Context: an optimization exercise on an open-source flow, tuned for small area and a short achievable clock period. The choices shown serve that exercise and are no tape-out recipe. The RTL was checked by simulation tests, not by an equivalence proof against the original design. Power is estimated from default activity; no workload was simulated.

==> flow/design.v <==
`timescale 1ns / 1ps
package swz_pkg;
  localparam int FRAC_BITS  = 16;
  localparam int IDX_W      = 12;
  localparam int STEP_W     = 29;
  localparam int SINT_W     = STEP_W - FRAC_BITS;   
  localparam int T4_W       = 11;                   
  localparam int RB_W       = 20;                   
  localparam int OFF_W      = 26;
  localparam int CFG_IDX_W  = 3;
  localparam int CFG_DATA_W = 32;
  localparam logic [CFG_IDX_W-1:0] REG_SOURCE_WIDTH  = 3'd0;
  localparam logic [CFG_IDX_W-1:0] REG_SOURCE_HEIGHT = 3'd1;
  localparam logic [CFG_IDX_W-1:0] REG_OUT_WIDTH     = 3'd2;
  localparam logic [CFG_IDX_W-1:0] REG_OUT_HEIGHT    = 3'd3;
  localparam logic [CFG_IDX_W-1:0] REG_STEP_X        = 3'd4;
  localparam logic [CFG_IDX_W-1:0] REG_STEP_Y        = 3'd5;
  localparam logic [CFG_IDX_W-1:0] REG_HAS_ALPHA     = 3'd6;
  localparam logic [7:0] ALPHA_OPAQUE = 8'd255;
  typedef struct packed {
    logic [IDX_W-1:0]  src_w_m1;
    logic [IDX_W-1:0]  src_h_m1;
    logic [T4_W-1:0]   out_w4m1;
    logic [T4_W-1:0]   out_h4m1;
    logic [STEP_W-1:0] step_x;
    logic [STEP_W-1:0] step_y;
    logic              has_alpha;
  } cfg_t;
endpackage
`timescale 1ns / 1ps
module swz_cfg_regs (
  input  logic          clk,
  input  logic          rst_n,
  input  logic                              cfg_wr_valid,
  output logic                              cfg_wr_ready,
  input  logic [swz_pkg::CFG_IDX_W-1:0]      cfg_wr_index,
  input  logic [swz_pkg::CFG_DATA_W-1:0]     cfg_wr_data,
  output swz_pkg::cfg_t cfg
);
  swz_pkg::cfg_t cfg_r;
  logic [12:0] wr_dim;
  logic [11:0] src_m1;
  logic [10:0] out_4m1;
  assign wr_dim = cfg_wr_data[12:0];
  assign src_m1 = wr_dim[12] ? 12'hFFF :
                  (wr_dim[11:0] == 12'd0) ? 12'd0 : wr_dim[11:0] - 12'd1;
  assign out_4m1 = wr_dim[12] ? 11'd1023 : {1'b0, wr_dim[11:2]} - 11'd1;
  assign cfg_wr_ready = 1'b1;
  assign cfg          = cfg_r;
  always_ff @(posedge clk) begin
    if (!rst_n) begin
      cfg_r.src_w_m1  <= '0;
      cfg_r.src_h_m1  <= '0;
      cfg_r.out_w4m1  <= '1;
      cfg_r.out_h4m1  <= '1;
      cfg_r.step_x    <= swz_pkg::STEP_W'(1 << swz_pkg::FRAC_BITS);
      cfg_r.step_y    <= swz_pkg::STEP_W'(1 << swz_pkg::FRAC_BITS);
      cfg_r.has_alpha <= 1'b0;
    end else if (cfg_wr_valid) begin
      case (cfg_wr_index)
        swz_pkg::REG_SOURCE_WIDTH:  cfg_r.src_w_m1  <= src_m1;
        swz_pkg::REG_SOURCE_HEIGHT: cfg_r.src_h_m1  <= src_m1;
        swz_pkg::REG_OUT_WIDTH:     cfg_r.out_w4m1  <= out_4m1;
        swz_pkg::REG_OUT_HEIGHT:    cfg_r.out_h4m1  <= out_4m1;
        swz_pkg::REG_STEP_X:        cfg_r.step_x    <= cfg_wr_data[swz_pkg::STEP_W-1:0];
        swz_pkg::REG_STEP_Y:        cfg_r.step_y    <= cfg_wr_data[swz_pkg::STEP_W-1:0];
        swz_pkg::REG_HAS_ALPHA:     cfg_r.has_alpha <= cfg_wr_data[0];
        default: ;
      endcase
    end
  end
endmodule
`timescale 1ns / 1ps
module rgba8_tile_swizzle_downscale_unit (
  input  logic       clk,
  input  logic       rst_n,
  input  logic        in_valid,
  output logic        in_ready,
  input  logic [7:0]  in_red,
  input  logic [7:0]  in_green,
  input  logic [7:0]  in_blue,
  input  logic [7:0]  in_alpha,
  output logic        out_valid,
  input  logic        out_ready,
  output logic [25:0] out_byte_offset,
  output logic [7:0]  out_alpha,
  output logic [7:0]  out_red,
  output logic [7:0]  out_green,
  output logic [7:0]  out_blue,
  output logic        out_frame_done,
  input  logic        cfg_valid,
  output logic        cfg_ready,
  input  logic [2:0]  cfg_index,
  input  logic [31:0] cfg_data
);
  localparam int FB = swz_pkg::FRAC_BITS;
  localparam int IW = swz_pkg::IDX_W;
  localparam int DW = swz_pkg::SINT_W;
  localparam int SW = swz_pkg::SINT_W;
  localparam int RW = swz_pkg::RB_W;
  swz_pkg::cfg_t cfg;
  logic [IW-1:0] src_col_r, src_row_r;      
  logic [IW-1:0] dst_col_r, dst_row_r;      
  logic          col_full_r, row_full_r;    
  logic [FB-1:0] col_frac_r, row_frac_r;    
  logic [DW-1:0] col_dist_r, row_dist_r;    
  logic          col_cy_r, row_cy_r;        
  logic [RW-1:0] row_base_r;                
  logic                      out_valid_r;
  logic [swz_pkg::OFF_W-1:0] out_offset_r;
  logic [7:0]                out_alpha_r, out_red_r, out_green_r, out_blue_r;
  logic                      out_done_r;
  logic in_fire;
  logic row_sel, col_sel, emit;
  logic row_end, frame_end;
  logic col_last, row_last;
  logic [FB:0]   col_frac_sum, row_frac_sum;
  logic [RW-1:0] blk;
  swz_cfg_regs u_cfg (
    .clk    (clk),
    .rst_n  (rst_n),
    .cfg_wr_valid (cfg_valid),
    .cfg_wr_ready (cfg_ready),
    .cfg_wr_index (cfg_index),
    .cfg_wr_data  (cfg_data),
    .cfg    (cfg)
  );
  assign in_ready = !out_valid_r || out_ready;
  assign in_fire  = in_valid && in_ready;
  assign col_sel   = !col_full_r && !cfg.out_w4m1[10] && (col_dist_r == DW'(!col_cy_r));
  assign row_sel   = !row_full_r && !cfg.out_h4m1[10] && (row_dist_r == DW'(!row_cy_r));
  assign emit      = row_sel && col_sel;
  assign row_end   = src_col_r == cfg.src_w_m1;
  assign frame_end = row_end && (src_row_r == cfg.src_h_m1);
  assign col_last  = (dst_col_r[1:0] == 2'b11) && (dst_col_r[IW-1:2] == cfg.out_w4m1[9:0]);
  assign row_last  = (dst_row_r[1:0] == 2'b11) && (dst_row_r[IW-1:2] == cfg.out_h4m1[9:0]);
  assign col_frac_sum = {1'b0, col_frac_r} + {1'b0, cfg.step_x[FB-1:0]};
  assign row_frac_sum = {1'b0, row_frac_r} + {1'b0, cfg.step_y[FB-1:0]};
  assign blk = row_base_r + RW'(dst_col_r[IW-1:2]);
  always_ff @(posedge clk) begin
    if (!rst_n) begin
      src_col_r  <= '0;
      src_row_r  <= '0;
      dst_col_r  <= '0;
      dst_row_r  <= '0;
      col_full_r <= 1'b0;
      row_full_r <= 1'b0;
      col_frac_r <= '0;
      row_frac_r <= '0;
      col_dist_r <= '0;
      row_dist_r <= '0;
      col_cy_r   <= 1'b1;
      row_cy_r   <= 1'b1;
      row_base_r <= '0;
    end else if (in_fire) begin
      if (row_end) begin
        src_col_r  <= '0;
        dst_col_r  <= '0;
        col_full_r <= 1'b0;
        col_frac_r <= '0;
        col_dist_r <= '0;
        col_cy_r   <= 1'b1;
        if (frame_end) begin
          src_row_r  <= '0;
          dst_row_r  <= '0;
          row_full_r <= 1'b0;
          row_frac_r <= '0;
          row_dist_r <= '0;
          row_cy_r   <= 1'b1;
          row_base_r <= '0;
        end else begin
          src_row_r <= src_row_r + 1'b1;
          if (row_sel) begin
            dst_row_r  <= dst_row_r + 1'b1;
            row_full_r <= row_last;
            row_frac_r <= row_frac_sum[FB-1:0];
            row_dist_r <= cfg.step_y[FB+SW-1:FB];
            row_cy_r   <= row_frac_sum[FB];
            if (dst_row_r[1:0] == 2'b11)
              row_base_r <= row_base_r + RW'(cfg.out_w4m1[9:0]) + 1'b1;
          end else begin
            row_dist_r <= row_dist_r - 1'b1;
          end
        end
      end else begin
        src_col_r <= src_col_r + 1'b1;
        if (col_sel) begin
          dst_col_r  <= dst_col_r + 1'b1;
          col_full_r <= col_last;
          col_frac_r <= col_frac_sum[FB-1:0];
          col_dist_r <= cfg.step_x[FB+SW-1:FB];
          col_cy_r   <= col_frac_sum[FB];
        end else begin
          col_dist_r <= col_dist_r - 1'b1;
        end
      end
    end
  end
  always_ff @(posedge clk) begin
    if (!rst_n) begin
      out_valid_r <= 1'b0;
    end else if (in_ready) begin
      out_valid_r <= in_valid && emit;
    end
  end
  always_ff @(posedge clk) begin
    if (in_ready) begin
      out_offset_r <= {blk, 1'b0, dst_row_r[1:0], dst_col_r[1:0], 1'b0};
      out_alpha_r  <= cfg.has_alpha ? in_alpha : swz_pkg::ALPHA_OPAQUE;
      out_red_r    <= in_red;
      out_green_r  <= in_green;
      out_blue_r   <= in_blue;
      out_done_r   <= col_last && row_last;
    end
  end
  assign out_valid       = out_valid_r;
  assign out_byte_offset = out_offset_r;
  assign out_alpha       = out_alpha_r;
  assign out_red         = out_red_r;
  assign out_green       = out_green_r;
  assign out_blue        = out_blue_r;
  assign out_frame_done  = out_done_r;
endmodule
==> flow/flow/run.sh <==
#!/bin/bash
# Standard ORFS layout (the standard.sh, unchanged synthesis), with the
# port buffers inserted as the smallest plain buffer instead of the default
# delay buffer; timing repair still resizes them where a path needs it.
set -euo pipefail
export BUFFER_PORTS_ARGS="-buffer_cell sky130_fd_sc_hd__buf_1"
bash standard.sh > standard_flow.log 2>&1
==> flow/standard.sh <==
#!/bin/bash
# synth_recipe.tcl (not shown) runs the flow's synth.tcl, then flattens the netlist and writes it again
# the make line also repeats each setting of config.mk as NAME=value (left out here)
make -C /OpenROAD-flow-scripts/flow DESIGN_CONFIG=/design/flow/config.mk WORK_HOME=/design/flow/orfs CLKGATE_MAP_FILE= SYNTH_SCRIPT=/design/flow/synth_recipe.tcl "${@:-finish}"
==> flow/config.mk <==
export PLATFORM = sky130hd
export DESIGN_NAME = rgba8_tile_swizzle_downscale_unit
export DESIGN_NICKNAME = rgba8_tile_swizzle_downscale_unit
export VERILOG_FILES = /design/flow/design.v
export SDC_FILE = /design/flow/constraint.sdc
export NUM_CORES = 4
export LEC_CHECK = 0
export ABC_CLOCK_PERIOD_IN_PS = 2500
export CAP_MARGIN = 20
export CORE_MARGIN = 2
export CORE_UTILIZATION = 55
export SETUP_SLACK_MARGIN = 3.0
export SLEW_MARGIN = 20
==> flow/constraint.sdc <==
create_clock -name core_clock -period 5.6 [get_ports {clk}]
set_input_delay 1.1200 -clock core_clock [delete_from_list [all_inputs] [get_ports {clk}]]
set_output_delay 1.1200 -clock core_clock [all_outputs]
set_load 0.01 [all_outputs]
==> results of run 1 <==
[registers in the layout, indices dropped and copies added, names as in the netlist]
name / flops
u_cfg.cfg_r: 105
out_offset_r: 24
row_base_r: 20
col_frac_r: 16
row_frac_r: 16
col_dist_r: 13
row_dist_r: 13
dst_col_r: 12
dst_row_r: 12
src_col_r: 12
src_row_r: 12
out_alpha_r: 8
out_blue_r: 8
out_green_r: 8
out_red_r: 8
col_cy_r: 1
col_full_r: 1
out_done_r: 1
out_valid_r: 1
row_cy_r: 1
row_full_r: 1
[routing by layer]
layer  GRT usage [%]  vias to the layer above  wire length, um
li1                -                     6024                -
met5               0                        -               27
met2            46.9                      363            17900
met1            37.4                     5826            17400
met4            8.42                        4             1150
met3            4.19                       89             2140
[cell usage after synthesis (12+ instances only)]
| cell | instances | area, um2 |
|---|---|---|
| xor2_1 | 75 | 657 |
| nor3_1 | 40 | 200 |
| xnor2_1 | 81 | 709 |
| clkbuf_1 | 68 | 255 |
| o211ai_1 | 27 | 203 |
| nand2b_1 | 20 | 125 |
| nor4_1 | 21 | 131 |
| nand4_1 | 22 | 138 |
| nor2_1 | 165 | 619 |
| a21o_1 | 21 | 158 |
| o21ai_0 | 48 | 240 |
| ha_1 | 61 | 763 |
| nand3_1 | 51 | 255 |
| a21oi_1 | 149 | 746 |
| and3_1 | 21 | 131 |
| inv_1 | 24 | 90.1 |
| a211oi_1 | 31 | 233 |
| a22oi_1 | 15 | 113 |
| dfxtp_1 | 236 | 4720 |
| or3_1 | 12 | 75.1 |
| nand2_1 | 229 | 860 |
| edfxtp_1 | 57 | 1710 |
[worst min-delay path: stages, from the launching register on]
cell,delay (ns)
dfxtp_1,0.31
nand2_1,0.05
a21oi_1,0.05
[timing repair]
item | in CTS | in global routing
buffers inserted | 20 | 19
pin swaps | 27 | 33
hold endpoints to repair | 0 | 0
resized for setup | 55 | 55
hold buffers | 0 | 0
endpoints found under the setup margin | 121 | 117
cloned | 9 | 0
[layout by cell type, fill, tap and decap left out, types with 10 or more instances in the layout]
master,Yosys,routed
dfxtp_1,236,230
nand2_1,229,223
nor2_1,165,157
a21oi_1,149,140
buf_1,8,125
xnor2_1,81,80
xor2_1,75,75
ha_1,61,58
edfxtp_1,57,57
nand3_1,51,50
buf_4,3,42
o21ai_0,48,32
clkbuf_16,0,31
o211ai_1,27,27
a211oi_1,31,25
inv_1,24,23
nor3_1,40,23
nand4_1,22,22
a21o_1,21,21
and3_1,21,19
nand2b_1,20,18
o21ai_1,2,15
a22oi_2,0,12
or3_1,12,10
nor3_2,0,10
nor4_1,21,10
[cell type report]
type	instances	area, um2
tap	330	413
sequential	293	6450
clock buffer	41	853
inverter	24	92.6
clock inverter	17	230
multi-input combinational	1225	8190
timing repair buffer	180	1020
fill	2118	8090
[cells by family after synthesis]
logic type | synth area share, %
adders and majority gates | 5.91
AOI/OAI and AO/OA | 16.1
and+or+nand+nor | 19.9
xor gates and xnor gates | 9.58
muxes | 0.421
buffers and inverters | 2.89
other | 0.0526
DFF | 45.1
[final timing paths]
kind                   startpoint               to  slack, ns  depth (start not counted)
hold reg to reg   u_cfg.cfg_r[24]  u_cfg.cfg_r[24]       0.46                          2
hold / removal    u_cfg.cfg_r[24]  u_cfg.cfg_r[24]       0.46                          2
setup / recovery    row_dist_r[8]    row_base_r[9]       2.85                          6
setup reg to reg    row_dist_r[8]    row_base_r[9]       2.85                          6
[metrics by stage]
stage	setup slack (ns)	total power [mW]	area, um2	hold slack, ns
floorplan	2.78	2.87	14600	0.432
global placement	2.20	3.03	15200	0.446
detailed placement	2.25	3.05	15200	0.450
CTS	2.86	5.29	16800	0.459
global route	2.76	5.55	17200	0.476
finish	2.85	5.32	17200	0.458
[power by group]
group          switching [mW]  internal [mW]  total, mW  leakage (nW)
Clock                   0.866           1.30       2.17         0.535
Sequential             0.0642           2.22       2.28          2.54
Combinational           0.547          0.321      0.867          3.85
Total                    1.48           3.84       5.32          6.93
==> impl_metrics.csv, run 1 <==
group,metric,value,unit
setup_path,path_cells,"or3_4 -> or4_4 -> or4_4 -> a211o_4 -> or4_1 -> a21oi_1",
timing,max_freq,363,MHz
detailed_routing,viasPerCell,5.83,
timing,tightest_slew,1.07,ns
clock_tree,clock-sinks,293,
die,dieArea,0.0272,mm2
layout,areaGrowthSynthToFinish,20.9,%
die,initial_core_util,56.3,%
clock_tree,cts_buffer_depth,3,
clock_tree,cts_made_buffers,31,
setup_path,max_stage_delay,0.48,ns
run_status,outcome,"no timing/DRC/antenna violations",
timing,finalCriticalPeriod,2.75,ns
setup_path,worst_path_max_delay_cell,"or4_1",
die,die_width,165,um
synthesis,syn_area,0.0143,mm2
layout,layout.cells.non_filler,2110,
min_path,holdCritPathClass,"reg2reg",
setup_path,cp.required,6.11,ns
die,fp-row-count,58,
setup_path,critPathKind,"reg2reg",
job,max_cap_violations,0,
power_and_ir_drop,worst_ir_drop_vdd,0.369,mV
setup_path,cp_num_buf_inv,0,
synthesis,ys_seq_area_share,45.1,%
global_route,grt_overflow,0,
die,fp.dieH,165,um
detailed_routing,first_pass_iters,7,
timing,post-route-period-util,49.2,%
setup_path,setup.worst_path.end_class,"flip-flop",
global_route,grt_start_max_net_pins,68,
detailed_routing,ant_nets,0,
clock_tree,insertion_delay,0.58,ns
timing,finalHoldViolations,0,
global_route,grt_antenna_before_repair,2,
synthesis,synth_flop_cell,"dfxtp_1",
detailed_routing,route.vias.total,12306,
layout,drive_gt1_share,13.0,%
clock_tree,root_buffer,"clkbuf_16",
detailed_routing,drt_iter0_markers,864,
clock_tree,clk_pin_slew,0.06,ns
global_route,grt_pass1_wl,60500,um
timing,fin_skew,0.0227,ns
placed_design,dp_cells,2004,
timing,setup_violations,0,
placed_design,port_buffers,127,
die,core,0.0253,mm2
die,io_pins,134,
power_and_ir_drop,p_leak,6.93,nW
detailed_routing,drc,0,
synthesis,avgSynthCellArea,8.83,um2
setup_path,cp-start-kind,"flip-flop",
clock_tree,cts_tree,"built",
synthesis,ys_async_sr_fraction,0,%
layout,antenna_cells,0,
synthesis,yosysWarnings,2,
timing,slew_violations,0,
detailed_routing,wirelength,38600,um
placed_design,hpwl,24700,um
global_route,grt_usage,28.0,%
timing,rsz0062_at_grt,"yes",
placed_design,gp_congestion,0.885,
synthesis,ys_ff_latch,293,
clock_tree,h-tree-depth,1,
timing,setup_tns,0,ns
setup_path,crit_arrival,3.26,ns
synthesis,synth.distinct_cells,62,
layout,final_net_count,1892,
detailed_routing,wire_per_inst,18.3,um
layout,final_util,68.1,%
power_and_ir_drop,powerDensity,309,mW/mm2
global_route,grt_pass1_vias,11524,
synthesis,syn_inst,1616,
setup_path,crit_family,"simple AND/OR/NAND/NOR gates",
timing,relSlewSlack,28.7,%
setup_path,crit_fanout,8,
synthesis,synth_edf_count,57,
setup_path,timing.critical_path.mode_cell,"or4_4",
==> inputs of run 2 (changes only) <==
--- a/flow/config.mk
+++ b/flow/config.mk
@@ -10,3 +10,3 @@
 export CORE_MARGIN = 2
-export CORE_UTILIZATION = 55
+export CORE_UTILIZATION = 70
 export SETUP_SLACK_MARGIN = 3.0
==> run 2 against run 1 <==
Against the previous run:
- still clean on timing, DRC and antenna
- flip-flop and latch count unchanged
- global-route usage grew 6.4 points
- area after synthesis did not move
- critical path type unchanged
- largest cell class unchanged
==> impl_metrics.csv, run 2 <==
group,metric,value,unit
timing,finalHoldViolations,0,
synthesis,synth_top_area_share,33.1,%
layout,multi_input_area,0.00818,mm2
layout,final_net_count,1886,
die,dieArea,0.0215,mm2
min_path,whs_path_depth,2,
setup_path,setup.worst_path.end_class,"flip-flop",
detailed_routing,route.vias.total,12871,
detailed_routing,first_pass_iters,8,
global_route,grt_overflow,0,
timing,fin_skew,0.0113,ns
synthesis,synth.distinct_cells,62,
placed_design,placed_cell_area,0.0151,mm2
timing,max_freq,361,MHz
detailed_routing,wl_met2,19200,um
placed_design,pre_cts_ws,2.18,ns
timing,rsz0062_at_grt,"yes",
global_route,grt_start_max_net_pins,78,
min_path,hp-start,"u_cfg.cfg_r[24]",
timing,slew_violations,0,
setup_path,cp.required,6.09,ns
clock_tree,clock-sinks,293,
layout,top_regs,"u_cfg.cfg_r: 105 flops, out_offset_r: 24 flops, row_base_r: 20 flops",
synthesis,synth_flop_cell,"dfxtp_1",
power_and_ir_drop,worst_ir_drop_vdd,0.341,mV
synthesis,ys_seq_area_share,45.1,%
synthesis,synth_edf_count,57,
setup_path,timing.rr.end,"row_base_r[19]",
min_path,hold_path_end,"u_cfg.cfg_r[24]",
setup_path,max_stage_delay,0.53,ns
timing,finalCriticalPeriod,2.77,ns
synthesis,synth_common_cells,"236 x dfxtp_1, 229 x nand2_1, 165 x nor2_1",
synthesis,yosysWarnings,2,
detailed_routing,maxUsedRoutingLayer,"met4",
setup_path,cp-start-kind,"flip-flop",
run_status,outcome,"no timing/DRC/antenna violations",
global_route,grt_antenna_before_repair,2,
setup_path,r2r_slack,2.83,ns
setup_path,path_cells,"or3_4 -> or4_4 -> or4_4 -> a211o_4 -> or4_4 -> a21oi_2",
detailed_routing,drc,0,
detailed_routing,drt_iter0_markers,1006,
detailed_routing,wirelength,39400,um
detailed_routing,viasPerCell,6.29,
timing,post-route-period-util,49.5,%
min_path,holdCritPathClass,"reg2reg",
job,max_cap_violations,0,
clock_tree,clk_pin_slew,0.06,ns
setup_path,cp-startpoint,"row_dist_r[8]",
layout,layout_common_cells,"232 x dfxtp_1, 223 x nand2_1, 157 x nor2_1",
timing,setup_violations,0,
setup_path,crit_arrival,3.26,ns
detailed_routing,wire_per_inst,19.3,um
die,fp-row-count,52,
global_route,grt_pass1_wl,60500,um
power_and_ir_drop,p_leak,6.88,nW
die,die_width,147,um
layout,regMostFlops,"u_cfg.cfg_r",
layout,layout.filler_cells,1201,
global_route,grt_usage,34.4,%
synthesis,synth_area_leaders,"dfxtp_1 33%, edfxtp_1 12%, nand2_1 6.0%, ha_1 5.4%, a21oi_1 5.2%",
die,io_pins,134,
synthesis,yosysMostFrequentCell,"dfxtp_1",
timing,relSlewSlack,26.2,%
layout,drive_gt1_share,12.6,%
synthesis,avgSynthCellArea,8.83,um2
setup_path,regToRegStartpoint,"row_dist_r[8]",
layout,areaGrowthSynthToFinish,19.7,%
clock_tree,cts_tree,"built",
layout,regArea,0.00645,mm2
timing,tightest_slew,1.11,ns
setup_path,worst_path_max_delay_cell,"or4_4",
placed_design,gp_congestion,0.892,
synthesis,ys_async_sr_fraction,0,%
placed_design,hpwl,24200,um
setup_path,critPathKind,"reg2reg",
placed_design,port_buffers,127,
synthesis,syn_area,0.0143,mm2
synthesis,syn_inst,1616,
layout,finish.instance_area,0.0171,mm2
die,fp.dieH,147,um
clock_tree,insertion_delay,0.56,ns
layout,largest_reg_flops,105,
timing,setup_slack,2.83,ns
detailed_routing,drt-met1-wl,15800,um
clock_tree,cts_made_buffers,30,
detailed_routing,wl_met3,3050,um
power_and_ir_drop,powerDensity,310,mW/mm2
clock_tree,h-tree-depth,1,
setup_path,reg2regPathDepth,6,
layout,final_common_cell,"dfxtp_1",
detailed_routing,ant_nets,0,
clock_tree,cts_buffer_depth,3,
clock_tree,root_buffer,"clkbuf_16",
synthesis,ys_ff_latch,293,
die,initial_core_util,71.0,%
setup_path,timing.critical_path.mode_cell,"or4_4",
global_route,grt_pass1_vias,12150,
synthesis,synth_top_area_cell,"dfxtp_1",
power_and_ir_drop,p_total,5.29,mW
setup_path,crit_fanout,7,
timing,setup_tns,0,ns
die,core,0.0201,mm2
==> run 2: changes by cell type in the layout (fill, tap and decap cells not counted), moves of 2 or more <==
cell | before | now
o31ai_1 | 6 | 4
buf_4 | 42 | 39
o31ai_2 | 1 | 3
clkbuf_1 | 6 | 3
diode_2 | 0 | 3
clkbuf_8 | 4 | 7
dfxtp_2 | 4 | 2
dfxtp_1 | 230 | 232
==> run 2: final cells by class <==
| cell class | count | share of cell area [%] |
|---|---|---|
| Antenna cell | 3 | 0.0440 |
| Clock inverter | 15 | 1.06 |
| Clock buffer | 41 | 5.17 |
| Timing Repair Buffer | 175 | 5.55 |
| Multi-Input combinational cell | 1225 | 47.9 |
| Tap cell | 270 | 1.98 |
| Inverter | 24 | 0.542 |
| Sequential cell | 293 | 37.8 |
==> run 2: worst max-delay path by stage <==
stage,endpoint,slack (ns),cells after the start
global route,row_base_r[18],2.79,8
floorplan,row_base_r[9],2.78,6
detailed placement,row_dist_r[11],2.18,6
finish,row_base_r[19],2.83,6
CTS,row_base_r[9],2.86,6
global placement,row_dist_r[7],2.21,6
==> run 2: worst max-delay path: cells and delay by family (launching register included) <==
family	cells	cell delay [ns]
compound gates	2	0.55
flops	1	0.34
simple gates	4	1.81
==> run 2: repair_timing <==
item | in CTS | in global routing
setup endpoints to repair | 125 | 130
gates cloned | 8 | 1
hold buffers | 0 | 0
setup buffers | 19 | 16
pin swaps | 22 | 25
resized for setup | 47 | 58
==> run 2: logic make-up after synthesis <==
group / synth area share [%]
and+or+nand+nor: 19.9
AOI/OAI and AO/OA: 16.1
buffers and inverters: 2.89
DFF: 45.1
muxes: 0.421
adders and majority gates: 5.91
other: 0.0526
xor gates and xnor gates: 9.58
==> run 2: per-stage QoR <==
step                      utilization (%)  std cells  hold WS (ns)
after floorplan                         -       1617         0.432
after global placement               75.1       1943         0.443
after detailed placement             75.1       1943         0.449
after CTS                            82.8       2026         0.458
after global routing                 84.9       2043         0.482
final                                84.9       2046         0.455
==> run 2: report_power, final <==
part / switching, mW / internal (mW) / total, mW
clock: 0.844 / 1.28 / 2.13
combinational: 0.566 / 0.310 / 0.876
sequential: 0.0656 / 2.22 / 2.28
==> run 2: per-layer routing <==
layer | global-route usage, % | vias up
met5 | 0 | -
met4 | 13.1 | 0
met3 | 5.78 | 115
met2 | 59.7 | 596
met1 | 43.1 | 6140
li1 | - | 6020
==> inputs of run 3 (changes only) <==
--- a/flow/config.mk
+++ b/flow/config.mk
@@ -10,4 +10,4 @@
 export CORE_MARGIN = 2
-export CORE_UTILIZATION = 70
-export SETUP_SLACK_MARGIN = 3.0
+export CORE_UTILIZATION = 55
+export SETUP_SLACK_MARGIN = 2.8
 export SLEW_MARGIN = 20
==> run 3 against run 2 <==
Against the previous run:
- still clean on timing, DRC and antenna
- via count shrank 6.4%
- routed wire length shrank 6.1%
- non-clock buffer count shrank 17
- final cell count grew 2.0%
- setup slack lost 0.17 ns
- total power shrank 3.8%
- clock power shrank 5%
- global-route usage shrank 8.2 points
- critical endpoint is now in_ready
- largest cell class unchanged
==> impl_metrics.csv, run 3 <==
group,metric,value,unit
layout,layout.filler_cells,2192,
clock_tree,root_buffer,"clkbuf_16",
run_status,outcome,"no timing/DRC/antenna violations",
placed_design,dp_cells,2006,
layout,top_regs,"u_cfg.cfg_r: 105 flops, out_offset_r: 24 flops, row_base_r: 20 flops",
clock_tree,insertion_delay,0.57,ns
setup_path,setup.worst_path.end_class,"primary output",
synthesis,synth.distinct_cells,62,
detailed_routing,drc,0,
layout,final_common_cell,"dfxtp_1",
timing,tightest_slew,0.818,ns
layout,finish.instance_area,0.0166,mm2
setup_path,cp.required,4.48,ns
clock_tree,cts_hold_buf,0,
synthesis,syn_inst,1616,
synthesis,yosysWarnings,2,
layout,layout.cells.non_filler,2086,
detailed_routing,route.vias.total,12050,
power_and_ir_drop,p_leak,6.62,nW
clock_tree,cts_made_buffers,31,
global_route,grt_pass1_wl,56800,um
clock_tree,h-tree-depth,1,
timing,max_freq,340,MHz
detailed_routing,wirelength,37000,um
timing,fin_skew,0.0159,ns
layout,areaGrowthSynthToFinish,16.2,%
synthesis,synth_top_area_share,33.1,%
power_and_ir_drop,pwr-share-seq,44.8,%
die,io_pins,134,
layout,multi_input_area,0.00785,mm2
global_route,grt_pass1_vias,11090,
placed_design,port_buffers,127,
layout,largest_reg_flops,105,
detailed_routing,first_pass_iters,8,
global_route,grt_start_max_net_pins,72,
setup_path,crit_fanout,30,
min_path,whs_path_depth,2,
placed_design,hpwl,24200,um
detailed_routing,ant_nets,0,
layout,regArea,0.00644,mm2
power_and_ir_drop,netSwitchingFraction,27.7,%
detailed_routing,drt_iter0_markers,971,
synthesis,ys_async_sr_fraction,0,%
global_route,grt_antenna_before_repair,2,
setup_path,critPathKind,"in2out",
setup_path,regToRegStartpoint,"row_dist_r[8]",
clock_tree,cts_tree,"built",
power_and_ir_drop,worst_ir_drop_vdd,0.284,mV
layout,final_net_count,1867,
setup_path,crit_arrival,1.82,ns
die,die_width,165,um
timing,setup_tns,0,ns
synthesis,syn_area,0.0143,mm2
synthesis,synth_flop_cell,"dfxtp_1",
setup_path,timing.rr.end,"row_base_r[13]",
synthesis,yosysMostFrequentCell,"dfxtp_1",
die,fp-row-count,58,
timing,holdWs,0.459,ns
setup_path,cp-start-kind,"input pin",
synthesis,ys_ff_latch,293,
placed_design,pre_cts_ws,2.22,ns
die,fp.dieH,165,um
timing,setup_slack,2.66,ns
layout,regMostFlops,"u_cfg.cfg_r",
global_route,grt_overflow,0,
power_and_ir_drop,power_frac_comb,15.6,%
timing,slew_violations,0,
synthesis,avgSynthCellArea,8.83,um2
power_and_ir_drop,p_total,5.09,mW
synthesis,synth_area_leaders,"dfxtp_1 33%, edfxtp_1 12%, nand2_1 6.0%, ha_1 5.4%, a21oi_1 5.2%",
power_and_ir_drop,clock_power_share,39.6,%
synthesis,ys_seq_area_share,45.1,%
global_route,grt_usage,26.2,%
synthesis,synth_common_cells,"236 x dfxtp_1, 229 x nand2_1, 165 x nor2_1",
die,dieArea,0.0272,mm2
detailed_routing,wire_per_inst,17.7,um
power_and_ir_drop,switching_power,1.41,mW
synthesis,synth_top_area_cell,"dfxtp_1",
timing,finalHoldViolations,0,
detailed_routing,viasPerCell,5.78,
placed_design,placed_cell_area,0.0150,mm2
timing,relSlewSlack,45.5,%
layout,final_util,65.4,%
timing,finalCriticalPeriod,2.94,ns
min_path,holdCritPathClass,"reg2reg",
placed_design,gp_congestion,0.870,
synthesis,synth_edf_count,57,
clock_tree,cts_buffer_depth,3,
power_and_ir_drop,powerDensity,307,mW/mm2
layout,drive_gt1_share,8.38,%
die,initial_core_util,56.3,%
timing,rsz0062_at_grt,"yes",
timing,post-route-period-util,52.5,%
job,max_cap_violations,0,
power_and_ir_drop,p_int,3.68,mW
timing,setup_violations,0,
min_path,hp-start,"u_cfg.cfg_r[25]",
layout,layout_common_cells,"234 x dfxtp_1, 226 x nand2_1, 164 x nor2_1",
die,core,0.0253,mm2
min_path,hold_path_end,"u_cfg.cfg_r[25]",
setup_path,r2r_slack,2.77,ns
clock_tree,clk_pin_slew,0.05,ns
setup_path,reg2regPathDepth,8,
clock_tree,clock-sinks,293,
[run 3: power groups by stage]
stage | Clock [mW] | Combinational [mW] | Sequential (mW)
CTS | 2.05 | 0.732 | 2.28
detailed placement | 0 | 0.697 | 2.32
global placement | 0 | 0.687 | 2.32
floorplan | 0 | 0.515 | 2.31
finish | 2.02 | 0.792 | 2.28
global route | 2.13 | 0.871 | 2.29
[run 3: logic make-up after synthesis]
| group | count (synthesis) | share of synthesized area [%] |
|---|---|---|
| flops | 293 | 45.1 |
| xor+xnor | 156 | 9.58 |
| other cells | 2 | 0.0526 |
| buf+inv | 106 | 2.89 |
| compound gates | 365 | 16.1 |
| mux | 6 | 0.421 |
| fa+ha+maj | 65 | 5.91 |
| simple gates | 623 | 19.9 |
[run 3: final cells by class]
cell class,instances,area share [%]
multi-input cells,1222,47.3
well taps,330,2.49
inverters,24,0.559
repair buffers,158,4.73
diodes,2,0.0302
flip-flops and latches,293,38.9
clock buffers,42,5.05
clock inverters,15,0.929
[run 3: worst max path at each step]
| stage | start | to | slack, ns |
|---|---|---|---|
| final | out_ready | in_ready | 2.66 |
| after global routing | out_ready | in_ready | 2.61 |
| after CTS | out_ready | in_ready | 2.52 |
| after detailed placement | cfg_data[2] | u_cfg.cfg_r[104] | 2.22 |
| after global placement | cfg_data[2] | u_cfg.cfg_r[104] | 2.26 |
| after floorplan | out_ready | dst_col_r[10] | 2.72 |
[run 3: worst max-delay path, cell delays in order]
cell	delay, ns
buf_1	0.06
nand2b_4	0.22
buf_16	0.22
buf_1	0.18
[run 3: what timing repair did]
| item | 4_1_cts | 5_1_grt |
|---|---|---|
| endpoints found under the setup margin | 94 | 68 |
| setup buffers | 8 | 8 |
| pin swaps | 5 | 16 |
| gates resized for setup | 19 | 52 |
| cloned | 3 | 2 |
[run 3: metal layers]
metal	track usage [%]	wire [um]	up-vias
li1	-	-	5963
met1	34.6	16600	5729
met2	44.4	17600	290
met3	3.44	1710	68
met4	8.26	1030	0
met5	0	0	-
==> inputs of run 4 (changes only) <==
--- a/flow/config.mk
+++ b/flow/config.mk
@@ -7,3 +7,3 @@
 export LEC_CHECK = 0
-export ABC_CLOCK_PERIOD_IN_PS = 2500
+export ABC_AREA = 1
 export CAP_MARGIN = 20
@@ -11,3 +11,3 @@
 export CORE_UTILIZATION = 55
-export SETUP_SLACK_MARGIN = 2.8
+export SETUP_SLACK_MARGIN = 2.9
 export SLEW_MARGIN = 20
==> run 4 against run 3 <==
Against the previous run:
- still clean
- clock skew grew 0.0088 ns
- design area rose by 7.8%
- core utilization down 1.7 points
- clock-buffer cell count increased by 1
- setup slack improved by 0.034 ns
- routed wire length up 13%
- critical endpoint unchanged
==> impl_metrics.csv, run 4 <==
group,metric,value,unit
clock_tree,cts_made_buffers,35,
placed_design,dp_cells,2611,
layout,largest_reg_flops,105,
layout,layout.filler_cells,2640,
timing,setup_violations,0,
synthesis,synth_common_cells,"488 x nand2_1, 241 x inv_1, 236 x dfxtp_1",
setup_path,cp_num_buf_inv,4,
synthesis,synth_edf_count,57,
synthesis,synth_top_area_cell,"dfxtp_1",
global_route,grt_pass1_wl,67500,um
die,fp.dieH,173,um
clock_tree,clock-sinks,293,
run_status,outcome,"no timing/DRC/antenna violations",
power_and_ir_drop,clock_power_share,41.8,%
placed_design,placed_cell_area,0.0165,mm2
setup_path,max_stage_delay,0.18,ns
die,fp-row-count,61,
clock_tree,cts_hold_buf,0,
synthesis,ys_async_sr_fraction,0,%
synthesis,avgSynthCellArea,7.26,um2
detailed_routing,viasPerCell,5.34,
detailed_routing,wire_per_inst,15.6,um
synthesis,ys_seq_area_share,40.9,%
layout,top_regs,"u_cfg.cfg_r: 105 flops, out_offset_r: 24 flops, row_base_r: 20 flops",
synthesis,yosysMostFrequentCell,"nand2_1",
synthesis,synth_top_area_share,30.0,%
synthesis,synth_area_leaders,"dfxtp_1 30%, nand2_1 12%, edfxtp_1 11%, a21oi_1 6.9%, inv_1 5.7%",
die,dieArea,0.0300,mm2
die,die_width,173,um
job,max_cap_violations,0,
clock_tree,clk_pin_slew,0.06,ns
layout,finish.instance_area,0.0179,mm2
layout,regMostFlops,"u_cfg.cfg_r",
layout,areaGrowthSynthToFinish,13.5,%
synthesis,synth.distinct_cells,55,
clock_tree,root_buffer,"clkbuf_16",
timing,finalHoldViolations,0,
detailed_routing,drt_iter0_markers,900,
detailed_routing,first_pass_iters,6,
placed_design,hpwl,29700,um
synthesis,yosysWarnings,2,
detailed_routing,drc,0,
global_route,grt_usage,27.6,%
global_route,grt_antenna_before_repair,1,
global_route,grt_pass1_vias,13546,
synthesis,syn_area,0.0157,mm2
detailed_routing,ant_nets,0,
setup_path,worst_path_max_delay_cell,"clkbuf_16",
layout,drive_gt1_share,5.78,%
setup_path,path_cells,"buf_8 -> nor2_4 -> clkinvlp_4 -> clkbuf_16 -> buf_6",
timing,relSlewSlack,40.9,%
min_path,holdCritPathClass,"reg2reg",
power_and_ir_drop,power_frac_comb,16.6,%
layout,layout.cells.non_filler,2681,
timing,slew_violations,0,
detailed_routing,route.vias.total,14328,
clock_tree,cts_tree,"built",
power_and_ir_drop,powerDensity,311,mW/mm2
power_and_ir_drop,p_total,5.55,mW
placed_design,port_buffers,127,
synthesis,synth_flop_cell,"dfxtp_1",
global_route,grt_overflow,0,
power_and_ir_drop,p_int,3.97,mW
clock_tree,insertion_delay,0.52,ns
synthesis,ys_ff_latch,293,
setup_path,crit_fanout,4,
layout,final_util,63.8,%
layout,final_net_count,2415,
power_and_ir_drop,netSwitchingFraction,28.5,%
die,io_pins,134,
setup_path,cp.required,4.48,ns
power_and_ir_drop,switching_power,1.58,mW
detailed_routing,wirelength,41800,um
clock_tree,cts_buffer_depth,3,
timing,post-route-period-util,51.9,%
setup_path,setup.worst_path.end_class,"primary output",
clock_tree,h-tree-depth,2,
power_and_ir_drop,worst_ir_drop_vdd,0.267,mV
placed_design,gp_congestion,0.900,
layout,layout_common_cells,"483 x nand2_1, 236 x dfxtp_1, 232 x inv_1",
timing,setup_tns,0,ns
timing,max_freq,344,MHz
layout,final_common_cell,"nand2_1",
timing,finalCriticalPeriod,2.91,ns
timing,rsz0062_at_grt,"yes",
setup_path,cp-start-kind,"input pin",
synthesis,syn_inst,2167,
setup_path,crit_family,"buffers and inverters",
timing,tightest_slew,0.886,ns
global_route,grt_start_max_net_pins,84,
setup_path,crit_arrival,1.79,ns
setup_path,critPathKind,"in2out",
die,initial_core_util,56.2,%
die,core,0.0280,mm2
power_and_ir_drop,pwr-share-seq,41.5,%
power_and_ir_drop,p_leak,7.77,nW
timing,fin_skew,0.0247,ns
## run 4: cell count changes in the layout (fill, tap and decap cells not counted), sizes merged, moves of 30 or more
cell    before  now
nor2       165  235
inv         25  245
xnor2       81   29
a21oi      149  219
nand3       51  128
a211oi      32    2
nand2      229  495
o21ai       50  175
## run 4: worst min-delay path, delay by kind of cell, from the launching register on
family | cells | cell delay (ns)
buf+inv | 1 | 0.06
compound gates | 1 | 0.06
flops | 1 | 0.30
## run 4: layout make-up
cell class	instances	area [um2]	share of cell area, %
timing repair buffer	139	652	3.65
antenna	1	2.50	0.0140
sequential	293	6440	36.0
clock buffer	43	948	5.31
timing repair inverter	1	7.51	0.0420
multi-input combinational	1558	8160	45.7
clock inverter	18	218	1.22
tap	378	473	2.65
inverter	250	970	5.43
## run 4: what timing repair did
| item | 4_1_cts | 5_1_grt |
|---|---|---|
| pin swaps | 2 | 1 |
| resized for setup | 11 | 25 |
| endpoints found under the setup margin | 66 | 168 |
| gates cloned | 1 | 2 |
| setup buffers | 2 | 3 |
## run 4: stage by stage
stage | hold slack [ns] | setup WS (ns)
detailed placement | 0.451 | 1.94
CTS | 0.459 | 2.46
finish | 0.460 | 2.69
floorplan | 0.425 | 2.53
global route | 0.479 | 2.67
global placement | 0.442 | 2.02
## run 4: kinds of logic (layout without fill, tap and decap cells)
kind of cell    after synthesis  after routing  synth area share (%)
simple gates                956            956                  25.9
compound gates              452            452                  15.4
buf+inv                     317            451                  7.88
flops                       293            293                  40.9
xor+xnor                     81             81                  4.51
fa+ha+maj                    65             65                  5.36
other cells                   2              4                0.0477
mux                           1              1                0.0636
## run 4: path summary, 6_finish.rpt
| check | from | end | slack, ns | cells after the start |
|---|---|---|---|---|
| worst min register to register | u_cfg.cfg_r[20] | u_cfg.cfg_r[20] | 0.46 | 2 |
| worst max register to register | src_col_r[3] | row_frac_r[4] | 3.13 | 10 |
| worst max-delay path | out_ready | in_ready | 2.69 | 5 |
| worst min-delay path | u_cfg.cfg_r[20] | u_cfg.cfg_r[20] | 0.46 | 2 |
## run 4: layer usage
layer | vias to the layer above | part of all wire, % | global-route usage [%]
li1 | 7350 | - | -
met1 | 6572 | 46 | 36.4
met2 | 333 | 46 | 46.4
met3 | 73 | 4.8 | 3.65
met4 | 0 | 3.0 | 9.92
met5 | - | 0 | 0
## run 4: power by group through the flow
stage	clock [mW]	sequential [mW]	combinational, mW
finish	2.32	2.31	0.924
global route	2.45	2.32	1.05
CTS	2.35	2.30	0.909
detailed placement	0	2.35	0.900
global placement	0	2.35	0.886
floorplan	0	2.34	0.697
==> inputs of run 5 (changes only) <==
--- a/flow/config.mk
+++ b/flow/config.mk
@@ -7,3 +7,3 @@
 export LEC_CHECK = 0
-export ABC_AREA = 1
+export ABC_CLOCK_PERIOD_IN_PS = 2500
 export CAP_MARGIN = 20
@@ -11,3 +11,6 @@
 export CORE_UTILIZATION = 55
-export SETUP_SLACK_MARGIN = 2.9
+export CTS_BUF_LIST = sky130_fd_sc_hd__clkbuf_8
+export CTS_CLUSTER_DIAMETER = 60
+export CTS_CLUSTER_SIZE = 16
+export SETUP_SLACK_MARGIN = 2.8
 export SLEW_MARGIN = 20
==> run 5 against run 4 <==
Against the previous run:
- clock-buffer cell count shrank 15
- largest power group is now sequential cells
- non-clock buffer count grew 16
- synthesized cell count shrank 25%
- largest cell class unchanged
- final cell count down 23%
==> impl_metrics.csv, run 5 <==
group,metric,value,unit
run_status,outcome,"no timing/DRC/antenna violations",
detailed_routing,wire_per_inst,17.3,um
clock_tree,cts_made_buffers,27,
synthesis,yosysWarnings,2,
power_and_ir_drop,p_leak,6.39,nW
clock_tree,clock-sinks,293,
synthesis,ys_ff_latch,293,
layout,top_regs,"u_cfg.cfg_r: 105 flops, out_offset_r: 24 flops, row_base_r: 20 flops",
global_route,grt_busiest_layer,"met2",
timing,rsz0062_at_grt,"yes",
clock_tree,clk_pin_slew,0.08,ns
placed_design,placed_cell_area,0.0150,mm2
synthesis,synth_area_leaders,"dfxtp_1 33%, edfxtp_1 12%, nand2_1 6.0%, ha_1 5.4%, a21oi_1 5.2%",
synthesis,ys_async_sr_fraction,0,%
clock_tree,cts_tree,"built",
job,max_cap_violations,0,
die,fp.dieH,165,um
synthesis,synth_top_area_share,33.1,%
detailed_routing,wirelength,35800,um
setup_path,crit_fanout,59,
synthesis,avgSynthCellArea,8.83,um2
layout,layout.cells.non_filler,2074,
die,dieArea,0.0272,mm2
timing,setup_violations,0,
timing,setup_tns,0,ns
setup_path,cp.required,4.48,ns
clock_tree,root_buffer,"clkbuf_8",
detailed_routing,first_pass_iters,5,
clock_tree,h-tree-depth,1,
global_route,grt_pass1_vias,11041,
timing,post-route-period-util,53.9,%
die,core,0.0253,mm2
layout,layout.filler_cells,2263,
placed_design,gp_congestion,0.870,
global_route,use_met2,44.1,%
synthesis,ys_seq_area_share,45.1,%
synthesis,synth_common_cells,"236 x dfxtp_1, 229 x nand2_1, 165 x nor2_1",
placed_design,port_buffers,127,
layout,drive_gt1_share,7.52,%
timing,max_freq,331,MHz
layout,largest_reg_flops,105,
synthesis,synth_edf_count,57,
global_route,grt_pass1_wl,56600,um
synthesis,synth_flop_cell,"dfxtp_1",
timing,finalHoldViolations,0,
clock_tree,cts_buffer_depth,3,
setup_path,setup.worst_path.end_class,"primary output",
layout,regMostFlops,"u_cfg.cfg_r",
timing,fin_skew,0.0252,ns
setup_path,crit_arrival,1.90,ns
layout,multi_input_area,0.00777,mm2
detailed_routing,route.vias.total,11892,
global_route,grt_overflow,0,
power_and_ir_drop,powerDensity,274,mW/mm2
layout,finish.instance_area,0.0160,mm2
detailed_routing,drc,0,
global_route,grt_usage,26.0,%
clock_tree,insertion_delay,0.59,ns
global_route,use_met3,4.07,%
detailed_routing,drt_iter0_markers,820,
min_path,holdCritPathClass,"reg2reg",
layout,areaGrowthSynthToFinish,12.1,%
timing,relSlewSlack,45.8,%
global_route,grt_start_max_net_pins,72,
power_and_ir_drop,worst_ir_drop_vdd,0.253,mV
layout,layout_common_cells,"234 x dfxtp_1, 227 x nand2_1, 164 x nor2_1",
global_route,use_met1,34.5,%
timing,setup_slack,2.58,ns
die,fp-row-count,58,
timing,slew_violations,0,
global_route,grt_antenna_before_repair,2,
die,die_width,165,um
die,io_pins,134,
placed_design,hpwl,24200,um
synthesis,yosysMostFrequentCell,"dfxtp_1",
power_and_ir_drop,p_total,4.38,mW
placed_design,pre_cts_ws,2.22,ns
clock_tree,cts_hold_buf,0,
layout,final_net_count,1861,
synthesis,synth.distinct_cells,62,
setup_path,critPathKind,"in2out",
layout,regArea,0.00644,mm2
timing,tightest_slew,0.813,ns
detailed_routing,viasPerCell,5.73,
setup_path,cp-start-kind,"input pin",
synthesis,syn_inst,1616,
synthesis,synth_top_area_cell,"dfxtp_1",
die,initial_core_util,56.3,%
timing,finalCriticalPeriod,3.02,ns
placed_design,dp_cells,2006,
synthesis,syn_area,0.0143,mm2
detailed_routing,ant_nets,0,
layout,final_common_cell,"dfxtp_1",
-- run 5: changes by cell type in the layout (fill, tap and decap cells not counted), moves of 21 or more --
cell       change
inv_1        -204
a21oi_1       -72
xor2_1        +23
nand3_1       -74
clkbuf_8      +28
nand2_1      -256
nor2_1        -56
clkbuf_16     -40
xnor2_1       +52
and3_1        +21
o21ai_0      -105
a211oi_1      +28
o21ai_1       -21
-- run 5: timing repair --
| item | CTS | global route |
|---|---|---|
| gates resized for setup | 22 | 30 |
| endpoints found under the setup margin | 94 | 56 |
| setup buffers | 7 | 7 |
| pin swaps | 5 | 10 |
| gates cloned | 3 | 2 |
-- run 5: worst max-delay path, cell delays in order --
cell and delay (ns):
buf_1 0.06, nand2b_4 0.15, buf_12 0.25, buf_1 0.20
-- run 5: routing by layer --
layer  part of all wire [%]  vias up  routed length (um)
li1                       -     5952                   -
met5                      0        -                   0
met4                    2.5        0                 883
met3                    5.2       62                1880
met2                     48      281               17100
met1                     44     5597               15900
-- run 5: power breakdown --
part / total, mW / leakage (nW) / switching (mW) / internal [mW]
registers: 2.28 / 2.54 / 0.0617 / 2.22
clock network: 1.33 / 0.289 / 0.792 / 0.542
logic: 0.768 / 3.56 / 0.493 / 0.276
-- run 5: final timing paths --
kind / startpoint / to / slack, ns / cells after the start
hold reg to reg: row_frac_r[4] / row_frac_r[4] / 0.46 / 2
hold / removal: row_frac_r[4] / row_frac_r[4] / 0.46 / 2
setup / recovery: out_ready / in_ready / 2.58 / 4
setup reg to reg: row_dist_r[8] / row_base_r[9] / 2.81 / 6
-- run 5: final cells by class --
cell class / instances / share of cell area (%)
clock buffers: 28 / 2.41
inverters: 24 / 0.579
multi-input cells: 1223 / 48.6
diodes: 2 / 0.0313
clock inverters: 19 / 1.00
repair buffers: 155 / 4.46
well taps: 330 / 2.58
flip-flops and latches: 293 / 40.3
-- run 5: cell families after synthesis --
kind of cell,Yosys count,share of synthesized area [%]
other,2,0.0526
muxes,6,0.421
adders and majority gates,65,5.91
and+or+nand+nor,623,19.9
buffers and inverters,106,2.89
AOI/OAI and AO/OA,365,16.1
DFF,293,45.1
xor gates and xnor gates,156,9.58
-- run 5: per-stage QoR --
| step | hold WS (ns) | utilization [%] |
|---|---|---|
| after floorplan | 0.433 | - |
| after global placement | 0.442 | 59.3 |
| after detailed placement | 0.451 | 59.3 |
| after CTS | 0.464 | 62.2 |
| after global routing | 0.481 | 63.1 |
| final | 0.461 | 63.1 |
==> inputs of run 6 (changes only) <==
--- a/flow/config.mk
+++ b/flow/config.mk
@@ -12,5 +12,5 @@
 export CTS_BUF_LIST = sky130_fd_sc_hd__clkbuf_8
-export CTS_CLUSTER_DIAMETER = 60
-export CTS_CLUSTER_SIZE = 16
-export SETUP_SLACK_MARGIN = 2.8
+export CTS_CLUSTER_DIAMETER = 50
+export CTS_CLUSTER_SIZE = 12
+export SETUP_SLACK_MARGIN = 2.6
 export SLEW_MARGIN = 20
==> run 6 against run 5 <==
Against the previous run:
- via count hardly changed
- final cell count is 0.24% higher
- first-iteration DRC count is 4.4% lower
- non-clock buffer count is 8 lower
- global-route usage is 0.17 points higher
- area after synthesis stayed put
- clock power is 29% higher
- clock-buffer cell count is 11 higher
- synthesized cell count stayed put
- critical path type is now reg2reg
- highest routed layer is now met5
==> impl_metrics.csv, run 6 <==
group,metric,value,unit
power_and_ir_drop,p_leak,6.40,nW
global_route,grt_antenna_before_repair,3,
synthesis,ys_ff_latch,293,
timing,max_freq,339,MHz
layout,final_common_cell,"dfxtp_1",
clock_tree,cts_tree,"built",
run_status,outcome,"no timing/DRC/antenna violations",
timing,setup_violations,0,
synthesis,ys_async_sr_fraction,0,%
die,dieArea,0.0272,mm2
layout,layout_common_cells,"236 x dfxtp_1, 227 x nand2_1, 162 x nor2_1",
placed_design,placed_cell_area,0.0150,mm2
detailed_routing,route.vias.total,11896,
clock_tree,h-tree-depth,2,
synthesis,synth_top_area_cell,"dfxtp_1",
synthesis,yosysWarnings,2,
timing,finalHoldViolations,0,
setup_path,cp_num_buf_inv,0,
synthesis,synth_flop_cell,"dfxtp_1",
min_path,holdCritPathClass,"reg2reg",
placed_design,hpwl,24700,um
layout,final_net_count,1858,
global_route,grt_pass1_wl,56700,um
global_route,use_met1,35.2,%
setup_path,cp-start-kind,"flip-flop",
timing,finalCriticalPeriod,2.95,ns
global_route,grt_busiest_layer,"met2",
die,initial_core_util,56.3,%
die,die_width,165,um
setup_path,max_stage_delay,0.56,ns
synthesis,ys_seq_area_share,45.1,%
layout,drive_gt1_share,6.52,%
layout,finish.instance_area,0.0160,mm2
synthesis,syn_area,0.0143,mm2
placed_design,port_buffers,127,
setup_path,path_cells,"or3_4 -> or4_4 -> or4_4 -> a211o_4 -> or4_1 -> a21oi_1",
global_route,use_met3,4.67,%
clock_tree,insertion_delay,0.56,ns
clock_tree,root_buffer,"clkbuf_8",
layout,areaGrowthSynthToFinish,12.1,%
setup_path,critPathKind,"reg2reg",
detailed_routing,first_pass_iters,5,
clock_tree,cts_buffer_depth,3,
timing,slew_violations,0,
global_route,grt_overflow,0,
setup_path,crit_arrival,3.43,ns
global_route,grt_usage,26.2,%
layout,layout.cells.non_filler,2079,
clock_tree,clock-sinks,293,
job,max_cap_violations,0,
synthesis,syn_inst,1616,
layout,top_regs,"u_cfg.cfg_r: 105 flops, out_offset_r: 24 flops, row_base_r: 20 flops",
detailed_routing,drt_iter0_markers,784,
detailed_routing,ant_nets,0,
timing,rsz0062_at_grt,"yes",
timing,fin_skew,0.0200,ns
power_and_ir_drop,powerDensity,296,mW/mm2
detailed_routing,wire_per_inst,17.3,um
synthesis,avgSynthCellArea,8.83,um2
setup_path,timing.critical_path.mode_cell,"or4_4",
synthesis,synth_top_area_share,33.1,%
power_and_ir_drop,worst_ir_drop_vdd,0.188,mV
timing,relSlewSlack,32.8,%
synthesis,yosysMostFrequentCell,"dfxtp_1",
timing,setup_tns,0,ns
synthesis,synth.distinct_cells,62,
detailed_routing,viasPerCell,5.72,
timing,tightest_slew,1.00,ns
die,fp-row-count,58,
setup_path,worst_path_max_delay_cell,"or4_4",
global_route,grt_pass1_vias,10936,
power_and_ir_drop,p_total,4.73,mW
setup_path,setup.worst_path.end_class,"flip-flop",
setup_path,crit_family,"simple AND/OR/NAND/NOR gates",
detailed_routing,drc,0,
placed_design,dp_cells,2005,
timing,post-route-period-util,52.6,%
placed_design,gp_congestion,0.879,
die,io_pins,134,
detailed_routing,wirelength,35900,um
clock_tree,clk_pin_slew,0.08,ns
global_route,use_met2,43.0,%
setup_path,cp.required,6.08,ns
layout,regMostFlops,"u_cfg.cfg_r",
clock_tree,cts_made_buffers,36,
clock_tree,cts_hold_buf,0,
synthesis,synth_common_cells,"236 x dfxtp_1, 229 x nand2_1, 165 x nor2_1",
synthesis,synth_area_leaders,"dfxtp_1 33%, edfxtp_1 12%, nand2_1 6.0%, ha_1 5.4%, a21oi_1 5.2%",
die,fp.dieH,165,um
layout,largest_reg_flops,105,
synthesis,synth_edf_count,57,
die,core,0.0253,mm2
setup_path,crit_fanout,15,
global_route,grt_start_max_net_pins,67,
run 6: cell counts after synthesis:
Identical to the previous run, type by type.
run 6: per-layer routing:
layer / up-vias / share of wire (%)
met5: - / 0.075
met4: 4 / 2.3
met3: 66 / 5.8
met2: 311 / 46
met1: 5577 / 46
li1: 5938 / -
run 6: power by group:
group	switching (mW)	internal, mW
logic	0.472	0.262
registers	0.0627	2.22
clock network	0.829	0.894
run 6: layout make-up:
| type | count | area [um2] |
|---|---|---|
| Antenna cell | 1 | 2.50 |
| Timing Repair Buffer | 147 | 682 |
| Inverter | 24 | 92.6 |
| Multi-Input combinational cell | 1219 | 7560 |
| Tap cell | 330 | 413 |
| Clock buffer | 39 | 537 |
| Fill cell | 2298 | 9330 |
| Clock inverter | 26 | 270 |
| Sequential cell | 293 | 6440 |
run 6: metrics by stage:
stage	setup slack, ns	utilization (%)	hold slack, ns
finish	2.65	63.2	0.457
detailed placement	1.55	59.2	0.448
floorplan	2.65	-	0.433
CTS	2.59	62.7	0.459
global placement	1.60	59.1	0.441
global route	2.56	63.1	0.474
run 6: repair_timing:
action / CTS / global route
cloned: 1 / 1
pin swaps: 2 / 1
buffers inserted: 2 / 4
gates resized for setup: 16 / 10
endpoints found under the setup margin: 85 / 38
run 6: logic make-up (layout without fill, tap and decap cells):
group / Yosys count / count (layout) / synth area share (%)
compound gates: 365 / 366 / 16.1
xor+xnor: 156 / 156 / 9.58
fa+ha+maj: 65 / 65 / 5.91
buf+inv: 106 / 236 / 2.89
flops: 293 / 293 / 45.1
mux: 6 / 6 / 0.421
other cells: 2 / 4 / 0.0526
simple gates: 623 / 623 / 19.9
run 6: worst reg2reg max path: cells and delay by family (launching register included):
family | cells | cell delay (ns)
flops | 1 | 0.36
compound gates | 2 | 0.59
simple gates | 4 | 1.94
run 6: worst paths after layout:
path,startpoint,end,slack [ns],cells past startpoint
worst max-delay path,row_dist_r[8],row_base_r[9],2.65,6
worst min-delay path,col_frac_r[4],col_frac_r[4],0.46,2
worst max register to register,row_dist_r[8],row_base_r[9],2.65,6
worst min register to register,col_frac_r[4],col_frac_r[4],0.46,2
==> inputs of run 7 (changes only) <==
--- a/flow/config.mk
+++ b/flow/config.mk
@@ -14,3 +14,3 @@
 export CTS_CLUSTER_SIZE = 12
-export SETUP_SLACK_MARGIN = 2.6
+export SETUP_SLACK_MARGIN = 3.0
 export SLEW_MARGIN = 20
==> run 7 against run 6 <==
Against the previous run:
- clock-buffer cell count shrank 1
- clock skew grew 0.0095 ns
- critical path depth is the same
- clock power shrank 3%
- maximum frequency grew 7.3%
- critical path type unchanged
- first-iteration DRC count grew 10%
==> impl_metrics.csv, run 7 <==
group,metric,value,unit
run_status,outcome,"no timing/DRC/antenna violations",
synthesis,synth.distinct_cells,62,
global_route,grt_start_max_net_pins,68,
global_route,grt_overflow,0,
detailed_routing,drt_iter0_markers,864,
power_and_ir_drop,p_total,4.83,mW
power_and_ir_drop,powerDensity,285,mW/mm2
detailed_routing,wire_per_inst,18.2,um
timing,tightest_slew,0.956,ns
layout,antenna_cells,0,
clock_tree,root_buffer,"clkbuf_8",
setup_path,timing.rr.end,"row_base_r[9]",
timing,fin_skew,0.0295,ns
die,fp-row-count,58,
synthesis,synth_top_area_cell,"dfxtp_1",
synthesis,synth_top_area_share,33.1,%
setup_path,regToRegStartpoint,"row_dist_r[8]",
timing,setup_tns,0,ns
synthesis,yosysMostFrequentCell,"dfxtp_1",
setup_path,max_stage_delay,0.48,ns
timing,rsz0062_at_grt,"yes",
global_route,grt_usage,27.8,%
layout,finish.instance_area,0.0169,mm2
layout,multi_input_area,0.00820,mm2
timing,finalHoldViolations,0,
layout,layout_common_cells,"232 x dfxtp_1, 223 x nand2_1, 157 x nor2_1",
setup_path,cp.required,6.08,ns
detailed_routing,route.vias.total,12242,
setup_path,reg2regPathDepth,6,
clock_tree,insertion_delay,0.56,ns
setup_path,crit_fanout,8,
detailed_routing,wirelength,38300,um
placed_design,port_buffers,127,
detailed_routing,drc,0,
synthesis,avgSynthCellArea,8.83,um2
power_and_ir_drop,worst_ir_drop_vdd,0.210,mV
synthesis,synth_common_cells,"236 x dfxtp_1, 229 x nand2_1, 165 x nor2_1",
clock_tree,cts_tree,"built",
clock_tree,h-tree-depth,2,
job,max_cap_violations,0,
layout,areaGrowthSynthToFinish,18.6,%
layout,final_net_count,1892,
layout,regMostFlops,"u_cfg.cfg_r",
synthesis,synth_area_leaders,"dfxtp_1 33%, edfxtp_1 12%, nand2_1 6.0%, ha_1 5.4%, a21oi_1 5.2%",
timing,relSlewSlack,36.3,%
setup_path,timing.critical_path.mode_cell,"or4_4",
synthesis,synth_flop_cell,"dfxtp_1",
synthesis,synth_edf_count,57,
timing,holdWs,0.460,ns
setup_path,worst_path_max_delay_cell,"or4_1",
layout,drive_gt1_share,12.8,%
die,initial_core_util,56.3,%
timing,max_freq,364,MHz
clock_tree,cts_buffer_depth,3,
synthesis,ys_seq_area_share,45.1,%
power_and_ir_drop,p_leak,6.83,nW
clock_tree,cts_made_buffers,35,
die,core,0.0253,mm2
synthesis,ys_ff_latch,293,
global_route,grt_pass1_vias,11502,
layout,layout.filler_cells,2172,
detailed_routing,viasPerCell,5.81,
layout,largest_reg_flops,105,
timing,slew_violations,0,
min_path,holdCritPathClass,"reg2reg",
synthesis,syn_area,0.0143,mm2
setup_path,crit_arrival,3.23,ns
global_route,grt_pass1_wl,59800,um
layout,final_common_cell,"dfxtp_1",
placed_design,gp_congestion,0.885,
synthesis,yosysWarnings,2,
global_route,grt_antenna_before_repair,2,
setup_path,cp-startpoint,"row_dist_r[8]",
layout,regArea,0.00645,mm2
timing,post-route-period-util,49.1,%
clock_tree,clock-sinks,293,
die,fp.dieH,165,um
placed_design,placed_cell_area,0.0152,mm2
setup_path,r2r_slack,2.85,ns
synthesis,ys_async_sr_fraction,0,%
setup_path,critPathKind,"reg2reg",
placed_design,hpwl,24700,um
detailed_routing,ant_nets,0,
synthesis,syn_inst,1616,
layout,top_regs,"u_cfg.cfg_r: 105 flops, out_offset_r: 24 flops, row_base_r: 20 flops",
timing,setup_violations,0,
die,io_pins,134,
clock_tree,clk_pin_slew,0.08,ns
die,die_width,165,um
setup_path,cp-start-kind,"flip-flop",
detailed_routing,first_pass_iters,5,
setup_path,crit_end,"row_base_r[9]",
timing,finalCriticalPeriod,2.75,ns
setup_path,path_cells,"or3_4 -> or4_4 -> or4_4 -> a211o_4 -> or4_1 -> a21oi_1",
setup_path,setup.worst_path.end_class,"flip-flop",
die,dieArea,0.0272,mm2
-- run 7: repair_timing --
item / 4_1_cts / 5_1_grt
endpoints found under the hold margin: 0 / 0
hold buffers: 0 / 0
setup endpoints to repair: 122 / 151
pin swaps: 24 / 34
cloned: 9 / 0
buffers inserted: 19 / 16
resized for setup: 61 / 51
-- run 7: final cells by class --
type                    count  share of cell area, %
multi-input cells        1225                   48.5
flip-flops and latches    293                   38.1
repair buffers            176                   5.95
clock buffers              38                   3.09
well taps                 330                   2.44
clock inverters            22                   1.43
inverters                  24                  0.547
-- run 7: through the flow --
| step | utilization [%] | cells | setup WS (ns) |
|---|---|---|---|
| after CTS | 65.3 | 2092 | 2.86 |
| after global routing | 66.8 | 2108 | 2.78 |
| after floorplan | - | 1617 | 2.78 |
| after detailed placement | 60.0 | 2004 | 2.25 |
| after global placement | 59.9 | 2003 | 2.20 |
| final | 66.8 | 2108 | 2.85 |
-- run 7: how the worst min path moves through the flow --
| stage | startpoint | end | slack (ns) | depth (start not counted) |
|---|---|---|---|---|
| floorplan | row_dist_r[10] | row_dist_r[10] | 0.43 | 1 |
| global placement | col_frac_r[5] | col_frac_r[5] | 0.45 | 2 |
| detailed placement | u_cfg.cfg_r[50] | u_cfg.cfg_r[50] | 0.45 | 2 |
| CTS | u_cfg.cfg_r[50] | u_cfg.cfg_r[50] | 0.46 | 2 |
| global route | u_cfg.cfg_r[52] | u_cfg.cfg_r[52] | 0.48 | 2 |
| finish | u_cfg.cfg_r[24] | u_cfg.cfg_r[24] | 0.46 | 2 |
-- run 7: cells by family (layout without fill, tap and decap cells) --
family | count (synthesis) | after routing | synth area share (%)
and+or+nand+nor | 623 | 624 | 19.9
AOI/OAI and AO/OA | 365 | 371 | 16.1
DFF | 293 | 293 | 45.1
xor gates and xnor gates | 156 | 156 | 9.58
buffers and inverters | 106 | 260 | 2.89
adders and majority gates | 65 | 65 | 5.91
muxes | 6 | 6 | 0.421
other | 2 | 3 | 0.0526
-- run 7: report_power, final --
| group | switching [mW] | internal (mW) |
|---|---|---|
| Sequential | 0.0643 | 2.22 |
| Clock | 0.804 | 0.870 |
| Combinational | 0.550 | 0.324 |
| Total | 1.42 | 3.41 |
-- run 7: critical path: cells and delay by family, from the launching register on --
family	cells	cell delay, ns
flip-flops	1	0.35
AND/OR/NAND/NOR	4	1.79
AO/OA/AOI/OAI	2	0.54
-- run 7: per-layer routing --
layer  global-route usage, %  vias to the layer above  part of all wire [%]
met4                    9.60                        4                   3.0
met1                    36.6                     5801                    45
li1                        -                     6014                     -
met3                    4.50                       89                   5.5
met5                       0                        -                 0.070
met2                    46.5                      334                    46

[port drivers added, routing unchanged]
Ports are ideal in the flow. The routed layouts listed here were re-timed in OpenROAD. Step 1 sets driving cells, clkbuf_16 on the clock port and buf_2 on the other inputs (assumed; they add their load-dependent delay and slew). Step 2 moves the port delays by t, midway between the first and last clock arrival at a register: inputs arrive t later, outputs are due t later. That takes back most of the time a late clock gives input paths. a / b / c = ideal / step 1 / step 2; a / b = the first two.
run | shift t [ns] | slack for setup (ns) | latest minus earliest clock arrival (ns)
run 1 | 0.621 | 2.846 / 2.846 / 2.272 | 0.023 / 0.023
run 2 | 0.604 | 2.827 / 2.827 / 2.530 | 0.012 / 0.012
run 3 | 0.610 | 2.660 / 2.635 / 2.331 | 0.017 / 0.016
run 4 | 0.564 | 2.695 / 2.649 / 2.512 | 0.026 / 0.026
run 5 | 0.621 | 2.579 / 2.552 / 2.279 | 0.026 / 0.026
run 6 | 0.589 | 2.653 / 2.653 / 2.137 | 0.020 / 0.020
run 7 | 0.593 | 2.853 / 2.853 / 2.296 | 0.029 / 0.030
After both steps every run listed still meets setup and hold. The setup slack of run 1, which loses most, moves by 0.000 ns with the drivers and by -0.574 ns with both steps.
